Background: an optimization exercise with open tools, aiming at a short achievable clock period and few clock cycles. Do not read the settings as production practice.
RTL that was checked went through simulation tests only; none was proved equivalent to the original.
Power and IR drop assume default switching activity.

==> umber <==
## processor
module processor (
    input  logic                            clock,
    input  logic                            rst,
    output logic [isaPkg::wordWidth-1:0]    address_imem,
    input  logic [isaPkg::wordWidth-1:0]    q_imem,
    output logic [isaPkg::wordWidth-1:0]    address_dmem,
    output logic [isaPkg::wordWidth-1:0]    data,
    output logic                            wren,
    input  logic [isaPkg::wordWidth-1:0]    q_dmem,
    output logic                            ctrl_writeEnable,
    output logic [isaPkg::regAddrWidth-1:0] ctrl_writeReg,
    output logic [isaPkg::regAddrWidth-1:0] ctrl_readRegA,
    output logic [isaPkg::regAddrWidth-1:0] ctrl_readRegB,
    output logic [isaPkg::wordWidth-1:0]    data_writeReg,
    input  logic [isaPkg::wordWidth-1:0]    data_readRegA,
    input  logic [isaPkg::wordWidth-1:0]    data_readRegB
);
export LEC_CHECK = 0
export CAP_MARGIN = 20
export CORE_MARGIN = 2
export CORE_UTILIZATION = 40
export SETUP_SLACK_MARGIN = 3.0
export SLEW_MARGIN = 20
export SYNTH_HIERARCHICAL = 1
create_clock -name core_clock -period 5.5 [get_ports {clock}]
run.sh (not shown) runs the stock make flow with config.mk's settings and CLKGATE_MAP_FILE= SYNTH_SCRIPT=/design/flow/synth_recipe.tcl, a recipe that flattens the netlist after the stock synthesis.
==> fjord (differences from umber) <==
--- a/flow/design.v
+++ b/flow/design.v
@@ -111,29 +111,15 @@
     assign cout    = sumWide[W+1];
 endmodule
 module lessThan (
     input  logic [31:0] a,
     input  logic [31:0] b,
     output logic        lt
 );
-    logic [31:0] ua, ub;
-    logic [5:0][31:0] l, e;
-    assign ua = {~a[31], a[30:0]};
-    assign ub = {~b[31], b[30:0]};
-    assign l[0] = ~ua & ub;
-    assign e[0] = ~(ua ^ ub);
-    for (genvar k = 1; k <= 5; k++) begin : level
-        for (genvar i = 0; i < (32 >> k); i++) begin : pair
-            assign l[k][i] = l[k-1][2*i+1] | (e[k-1][2*i+1] & l[k-1][2*i]);
-            assign e[k][i] = e[k-1][2*i+1] & e[k-1][2*i];
-        end
-        assign l[k][31:(32 >> k)] = '0;
-        assign e[k][31:(32 >> k)] = '0;
-    end
-    assign lt = l[5][0];
+    assign lt = $signed(a) < $signed(b);
 endmodule
 `default_nettype wire
 `default_nettype none
 module processor (
     input  logic                            clock,
     input  logic                            rst,
     output logic [isaPkg::wordWidth-1:0]    address_imem,
@@ -190,31 +176,30 @@
     logic        xBubble;
     logic        xWrites, xIsLoad, xIsStore, xIsJr;
     logic        xProdAdd, xProdLogic;      
     logic [4:0]  xDest, xShamt;
     logic [3:0]  xLogicSel;
     logic        xSub;
     logic [31:0] xA, xB, xAluB, xAlt;
-    logic        xFaAdd, xFaLog, xFaNone;                
-    logic        xFbAdd, xFbNone;                        
+    logic        xFaAdd, xFaLog;                         
+    logic        xFbAdd, xFbAddN, xFbLog, xFbLogN;       
     logic        xFrAdd, xFrLog, xFrLoad;                
-    logic        xMissPre, xBneA, xBneB, xBneS;
+    logic        xBneN, xBneA, xBneB, xBneS;             
+    logic        xBltTN, xBltTA, xBltTB, xBltTS;         
+    logic        xBltNN, xBltNA, xBltNB;                 
+    logic        xNePre, xLtPre, xJrMissPre;
     logic        xLive;
-    logic        hitA, hitB, fLtPre, fIsBranch, fRtAlu, fNePre;
+    logic        hitA, hitB, fLtPre, fIsBranch;
     lessThan uLtPre (.a(data_readRegB), .b(data_readRegA), .lt(fLtPre));
-    assign fNePre = data_readRegB != data_readRegA;
     assign xLive     = !xBubble;
     assign hitA      = xLive && xWrites && fReadA == xDest;
     assign hitB      = xLive && xWrites && fReadB == xDest;
     assign fIsBranch = fIsBne || fIsBlt;
-    assign fRtAlu    = fUsesB && !fIsBranch && !fIsJr;     
     assign stall    = (xIsLoad && ((fUsesA && hitA) || (fUsesB && hitB)))
-                   || (xProdLogic && ((fIsBranch && (hitA || hitB)) || (fRtAlu && hitB)))
-                   || (fIsBlt && (hitA || hitB))
-                   || (fRtAlu && fSub && hitB)
+                   || (xProdLogic && fIsBranch && (hitA || hitB))
                    || (fIsJr && hitB);
     assign fAdvance = !stall && !redirect;
     always_ff @(posedge clock) begin
         if (rst) begin
             pc  <= '0;
             ras <= '0;
         end else begin
@@ -242,43 +227,59 @@
         xSub       <= fSub;
         xAlt       <= fIsJr ? ras : (fPredTaken ? pc1 : fBrTarget);
         xA         <= fIsJal ? 32'd0 : data_readRegA;
         xB         <= data_readRegB;
         xAluB      <= fIsJal ? pc1 : (fImmB ? fImm : (fSub ? ~data_readRegB : data_readRegB));
         xFaAdd     <= fFa && xProdAdd;
         xFaLog     <= fFa && xProdLogic;
-        xFaNone    <= !(fFa && (xProdAdd || xProdLogic));
-        xFbAdd     <= fFbAlu && xProdAdd;
-        xFbNone    <= !(fFbAlu && xProdAdd);
+        xFbAdd     <= fFbAlu && xProdAdd   && !fSub;
+        xFbAddN    <= fFbAlu && xProdAdd   &&  fSub;
+        xFbLog     <= fFbAlu && xProdLogic && !fSub;
+        xFbLogN    <= fFbAlu && xProdLogic &&  fSub;
         xFrAdd     <= hitB && xProdAdd;
         xFrLog     <= hitB && xProdLogic;
         xFrLoad    <= hitB && xIsLoad;
-        xMissPre   <= (fIsBne && !hitA && !hitB && !fNePre)
-                   || (fIsBlt && (fLtPre != fPredTaken))
-                   || (fIsJr && (data_readRegB != ras));
+        xBneN      <= fIsBne && !hitA && !hitB;
         xBneA      <= fIsBne &&  hitA && !hitB;
         xBneB      <= fIsBne && !hitA &&  hitB;
         xBneS      <= fIsBne &&  hitA &&  hitB;
+        xBltTN     <= fIsBlt &&  fPredTaken && !hitA && !hitB;
+        xBltTA     <= fIsBlt &&  fPredTaken &&  hitA && !hitB;
+        xBltTB     <= fIsBlt &&  fPredTaken && !hitA &&  hitB;
+        xBltTS     <= fIsBlt &&  fPredTaken &&  hitA &&  hitB;
+        xBltNN     <= fIsBlt && !fPredTaken && !hitA && !hitB;
+        xBltNA     <= fIsBlt && !fPredTaken &&  hitA && !hitB;
+        xBltNB     <= fIsBlt && !fPredTaken && !hitA &&  hitB;
+        xNePre     <= data_readRegB != data_readRegA;
+        xLtPre     <= fLtPre;
+        xJrMissPre <= data_readRegB != ras;
     end
     logic        mWrites, mIsLoad, mIsStore, mIsAdd;
     logic [4:0]  mDest;
-    logic [31:0] mAdd, mLog, mStore;
+    logic [31:0] mAdd, mAddN, mLog, mLogN, mStore;
     logic [31:0] opA, opB, sum, logicResult, valR, storeVal;
-    logic        neA, neB, brMiss;
+    logic        neA, neB, ltA, ltB, brMiss, jrMiss;
     assign opA = ({32{xFaAdd}} & mAdd) | ({32{xFaLog}} & mLog)
-               | ({32{xFaNone}} & xA);
-    assign opB = ({32{xFbAdd}} & mAdd) | ({32{xFbNone}} & xAluB);
+               | ({32{!xFaAdd && !xFaLog}} & xA);
+    assign opB = ({32{xFbAdd}} & mAdd) | ({32{xFbAddN}} & mAddN)
+               | ({32{xFbLog}} & mLog) | ({32{xFbLogN}} & mLogN)
+               | ({32{!xFbAdd && !xFbAddN && !xFbLog && !xFbLogN}} & xAluB);
     alu uAlu (
         .opA(opA), .opB(opB), .sub(xSub), .logicSel(xLogicSel), .shamt(xShamt),
         .sum(sum), .logicResult(logicResult)
     );
+    lessThan uLtA (.a(xB),   .b(mAdd), .lt(ltA));      
+    lessThan uLtB (.a(mAdd), .b(xA),   .lt(ltB));      
     assign neA = xB != mAdd;
     assign neB = mAdd != xA;
-    assign brMiss = xMissPre || (xBneA && !neA) || (xBneB && !neB) || xBneS;
-    assign redirect   = xLive && brMiss;
+    assign brMiss = (xBneN  && !xNePre) || (xBneA  && !neA) || (xBneB  && !neB) || xBneS
+                 || (xBltTN && !xLtPre) || (xBltTA && !ltA) || (xBltTB && !ltB) || xBltTS
+                 || (xBltNN &&  xLtPre) || (xBltNA &&  ltA) || (xBltNB &&  ltB);
+    assign jrMiss = xIsJr && xJrMissPre;
+    assign redirect   = xLive && (brMiss || jrMiss);
     assign redirectPc = xIsJr ? xB : xAlt;
     assign valR     = xFrAdd ? mAdd : (xFrLog ? mLog : xB);
     assign storeVal = (xFrLoad && mIsLoad) ? q_dmem : valR;
     always_ff @(posedge clock) begin
         if (rst) begin
             mWrites  <= 1'b0;
             mIsLoad  <= 1'b0;
@@ -289,15 +290,17 @@
             mIsStore <= xLive && xIsStore;
         end
     end
     always_ff @(posedge clock) begin
         mDest  <= xDest;
         mIsAdd <= !(|xLogicSel);
         mAdd   <= sum;
+        mAddN  <= ~sum;
         mLog   <= logicResult;
+        mLogN  <= ~logicResult;
         mStore <= storeVal;
     end
     assign address_dmem     = mAdd;
     assign data             = mStore;
     assign wren             = mIsStore;
     assign ctrl_writeEnable = mWrites;
     assign ctrl_writeReg    = mDest;
==> summary of the runs <==
- Between umber and fjord, the lower sequential power is in umber (gap 15%, measured against fjord).
- Between fjord and umber, the lower via count is in umber (gap about 13%, measured against umber).
- Against fjord, the power of umber is smaller by 14%.
- Against fjord, the fmax of umber is larger by about 6%.
Testbench counts of umber, summed over its fixed seeds: cycles 12,921.
For fjord, only the layout was checked, not whether the RTL still works.

what the ideal ports hide:
Ports are ideal in the flow. The routed layouts listed here were re-timed in OpenROAD.
Step 1 assumes that a clkbuf_16 drives the clock port and a buf_2 every other input.
Step 2 moves the port delays by t, midway between the first and last clock arrival at a register: inputs arrive t later, outputs are due t later. That takes back most of the time a late clock gives input paths.
Slacks: ideal ports / drivers / drivers and shift; pairs: ideal ports / drivers.
run	shift t [ns]	setup WS [ns]	hold slack, ns	worst slew at a driven data input, ns
umber	0.647	2.158 / 2.158 / 1.524	0.408 / 0.408 / 0.408	0.14
fjord	0.690	1.945 / 1.945 / 1.536	0.427 / 0.427 / 0.427	0.07
After both steps every run listed still meets setup and hold. The setup slack of umber, which loses most, moves by 0.000 ns with the drivers and by -0.634 ns with both steps.
